What follows belongs to an exercise in optimizing a design on an open flow for small area, a short achievable clock period and few clock cycles per item; a production flow would make more cautious choices. In this exercise RTL edits were held to simulation tests only and were not proved equivalent to the original.

==> build 18 <==
// butterfly2_pipe
module butterfly2_pipe #(
    parameter int N = 16,
    parameter int Q = 14
) (
    input  logic                clk,
    input  logic                rst,
    input  logic                in_valid,
    output logic                in_ready,
    input  logic                in_inv,
    input  logic                in_scale,
    input  logic signed [N-1:0] in0_r,
    input  logic signed [N-1:0] in0_i,
    input  logic signed [N-1:0] in1_r,
    input  logic signed [N-1:0] in1_i,
    input  logic signed [N-1:0] twiddle_r,
    input  logic signed [N-1:0] twiddle_i,
    output logic                out_valid,
    input  logic                out_ready,
    output logic signed [N-1:0] out0_r,
    output logic signed [N-1:0] out0_i,
    output logic signed [N-1:0] out1_r,
    output logic signed [N-1:0] out1_i,
    output logic                ovf,
    input  logic                ovf_clr
);
    localparam int L  = 11;
    localparam int H  = 23;
    localparam int LC = 7;
    logic                w_en;
    logic                r_v1, r_v2, r_v3;
    logic [7:0]          w_one_r, w_two_r, w_neg_r;
    logic [7:0]          w_one_i, w_two_i, w_negi_im;
    for (genvar k = 0; k < 8; k++) begin : g_booth
        logic hr, mr, lr, hi, mi, li;
        assign hr = twiddle_r[2*k+1];
        assign mr = twiddle_r[2*k];
        assign hi = twiddle_i[2*k+1];
        assign mi = twiddle_i[2*k];
        if (k == 0) begin : g_lsb
            assign lr = 1'b0;
            assign li = 1'b0;
        end else begin : g_mid
            assign lr = twiddle_r[2*k-1];
            assign li = twiddle_i[2*k-1];
        end
        assign w_one_r[k]   = mr ^ lr;
        assign w_neg_r[k]   = hr;
        assign w_one_i[k]   = mi ^ li;
        assign w_negi_im[k] = hi ^ in_inv;
        if (k == 7) begin : g_top
            assign w_two_r[k] = 1'b0;
            assign w_two_i[k] = 1'b0;
        end else begin : g_two
            assign w_two_r[k] = (hr ^ mr) & ~(mr ^ lr);
            assign w_two_i[k] = (hi ^ mi) & ~(mi ^ li);
        end
    end
    logic [15:0]         r_ar1, r_ai1, r_br1, r_bi1;
    logic [7:0]          r_one_r1, r_two_r1, r_neg_r1;
    logic [7:0]          r_one_i1, r_two_i1, r_negi_im1;
  ...
==> flow/config.mk <==
export PLATFORM = sky130hd
export DESIGN_NAME = butterfly2_pipe
export DESIGN_NICKNAME = butterfly2_pipe
export VERILOG_FILES = /design/flow/design.v
export SDC_FILE = /design/flow/constraint.sdc
export NUM_CORES = 4
export LEC_CHECK = 0
export CAP_MARGIN = 20
export CORE_MARGIN = 2
export CORE_UTILIZATION = 40
export SLEW_MARGIN = 20
==> flow/constraint.sdc <==
create_clock -name core_clock -period 9.0 [get_ports {clk}]
set_input_delay 1.8000 -clock core_clock [delete_from_list [all_inputs] [get_ports {clk}]]
set_output_delay 1.8000 -clock core_clock [all_outputs]
set_load 0.01 [all_outputs]
standard.sh (not shown) runs the stock make flow with config.mk's settings and CLKGATE_MAP_FILE= SYNTH_SCRIPT=/design/flow/synth_recipe.tcl, a recipe that flattens the netlist after the stock synthesis.
==> flow/flow/run.sh <==
#!/bin/bash
# The standard layout (standard.sh: ORFS with the standard flow's config, constraints
# and scripts), with two changes after synthesis:
#  - the buffers ORFS puts on every input and output port are buf_2 cells
#    instead of the default clkdlybuf4s50_1 delay cells;
#  - timing repair aims at 4.8 ns of setup slack at the fixed 9 ns period
#    (a 4.2 ns path delay).
# Synthesis is the standard one, run on its own first.
set -euo pipefail
export BUFFER_PORTS_ARGS="-buffer_cell sky130_fd_sc_hd__buf_2"
bash standard.sh synth > synth.log 2>&1
bash standard.sh finish SETUP_SLACK_MARGIN=4.8 > layout.log 2>&1
==> trial 79 (differences from build 18) <==
--- a/flow/design.v
+++ b/flow/design.v
@@ -1545,16 +1545,17 @@
     output logic                ovf,
     input  logic                ovf_clr
 );
     localparam int L  = 11;
     localparam int H  = 23;
     localparam int LC = 7;
     logic                w_en;
     logic                r_v1, r_v2, r_v3;
+    logic                r_nv3;              
     logic [7:0]          w_one_r, w_two_r, w_neg_r;
     logic [7:0]          w_one_i, w_two_i, w_negi_im;
     for (genvar k = 0; k < 8; k++) begin : g_booth
         logic hr, mr, lr, hi, mi, li;
         assign hr = twiddle_r[2*k+1];
         assign mr = twiddle_r[2*k];
         assign hi = twiddle_i[2*k+1];
         assign mi = twiddle_i[2*k];
@@ -1591,26 +1592,28 @@
     logic                r_sc2;
     logic [17:0]         w_x0r, w_x0i, w_x1r, w_x1i;
     logic [17:0]         r_x0r, r_x0i, r_x1r, r_x1i;
     logic                r_sc3;
     logic                r_first;            
     logic                r_ovf, r_clr;       
     logic                w_ovf;
     assign w_en     = ~r_v3 | out_ready;
-    assign in_ready = w_en;
+    assign in_ready = r_nv3 | out_ready;
     always_ff @(posedge clk) begin
         if (rst) begin
-            r_v1 <= 1'b0;
-            r_v2 <= 1'b0;
-            r_v3 <= 1'b0;
+            r_v1  <= 1'b0;
+            r_v2  <= 1'b0;
+            r_v3  <= 1'b0;
+            r_nv3 <= 1'b1;
         end else if (w_en) begin
-            r_v1 <= in_valid;
-            r_v2 <= r_v1;
-            r_v3 <= r_v2;
+            r_v1  <= in_valid;
+            r_v2  <= r_v1;
+            r_v3  <= r_v2;
+            r_nv3 <= ~r_v2;
         end
     end
     always_ff @(posedge clk) begin
         if (w_en) begin
             r_ar1      <= in0_r;
             r_ai1      <= in0_i;
             r_br1      <= in1_r;
             r_bi1      <= in1_i;
==> flow/flow/run.sh (replaced) <==
#!/bin/bash
# The standard layout (standard.sh: ORFS with the standard flow's config, constraints
# and scripts), with two changes after synthesis:
#  - the buffers ORFS puts on every input and output port are buf_2 cells
#    instead of the default clkdlybuf4s50_1 delay cells;
#  - timing repair aims at 5.0 ns of setup slack at the fixed 9 ns period
#    (a 4.0 ns path delay).
# Synthesis is the standard one, run on its own first.
set -euo pipefail
export BUFFER_PORTS_ARGS="-buffer_cell sky130_fd_sc_hd__buf_2"
bash standard.sh synth > synth.log 2>&1
bash standard.sh finish SETUP_SLACK_MARGIN=5.0 > layout.log 2>&1
Settings changed: CORE_UTILIZATION 40 to 45, CTS_CLUSTER_DIAMETER set to 80, CTS_CLUSTER_SIZE set to 30.
==> impl_metrics.toml <==
[critical_path]
critPathBufInv = 4
worstSetupStartpoint = "out_ready"

[run_status]
status = "timing/DRC/antenna clean"

[synth]
syn_avg_cell_area_sq_um = 10.9

[drt]
wl_microns = 110000
wl_met2_microns = 50300

[global_routing]
grt_max_degree = 82
grt_use_met2_pct = 35.3

[clock_network]
cts_made_buffers = 45

[layout]
multi_input_area_share_pct = 59.4
-- figures above: build 18

==> impl_metrics.toml <==
[layout]
clk_share_pct = 2.53
diodes = 1

[run_status]
status = "timing/DRC/antenna clean"

[global_routing]
grt_max_degree = 121

[synth]
ys_types = 65
yosys_most_used_dff = "edfxtp_1"
syn_inst = 3545

[critical_path]
worstSetupStartpoint = "r_sc3"
cp_slowest_stage_delay_ns = 0.44
critPathBufInv = 7

[drt]
wl_microns = 113000
-- figures above: trial 79

Testbench counts of build 18, summed over its fixed seeds: cycles 24,024, items 24,000.
Testbench counts of trial 79, summed over its fixed seeds: cycles 24,024, items 24,000.

-- afterwards: timing with drivers on the ports --
How much do the figures lean on ideal ports? The routed layouts below were timed once more, with nothing changed but the port constraints.
Step 1 assumes that a clkbuf_16 drives the clock port and a buf_2 every other input.
Step 2 also shifts input and output timing later by t, the mid clock arrival at the registers, as if the neighbouring blocks saw the same clock.
a / b / c = ideal / step 1 / step 2; a / b = the first two.
run | shift t [ns] | setup WS [ns] | pins driven straight from the clock port
build 18 | 0.679 | 4.757 / 4.725 / 4.446 | 1
trial 79 | 0.687 | 4.890 / 4.822 / 4.944 | 1
After both steps setup and hold are still met in every run listed. For build 18, which loses most, drivers alone change the setup slack by -0.032 ns; drivers and shift together by -0.311 ns.
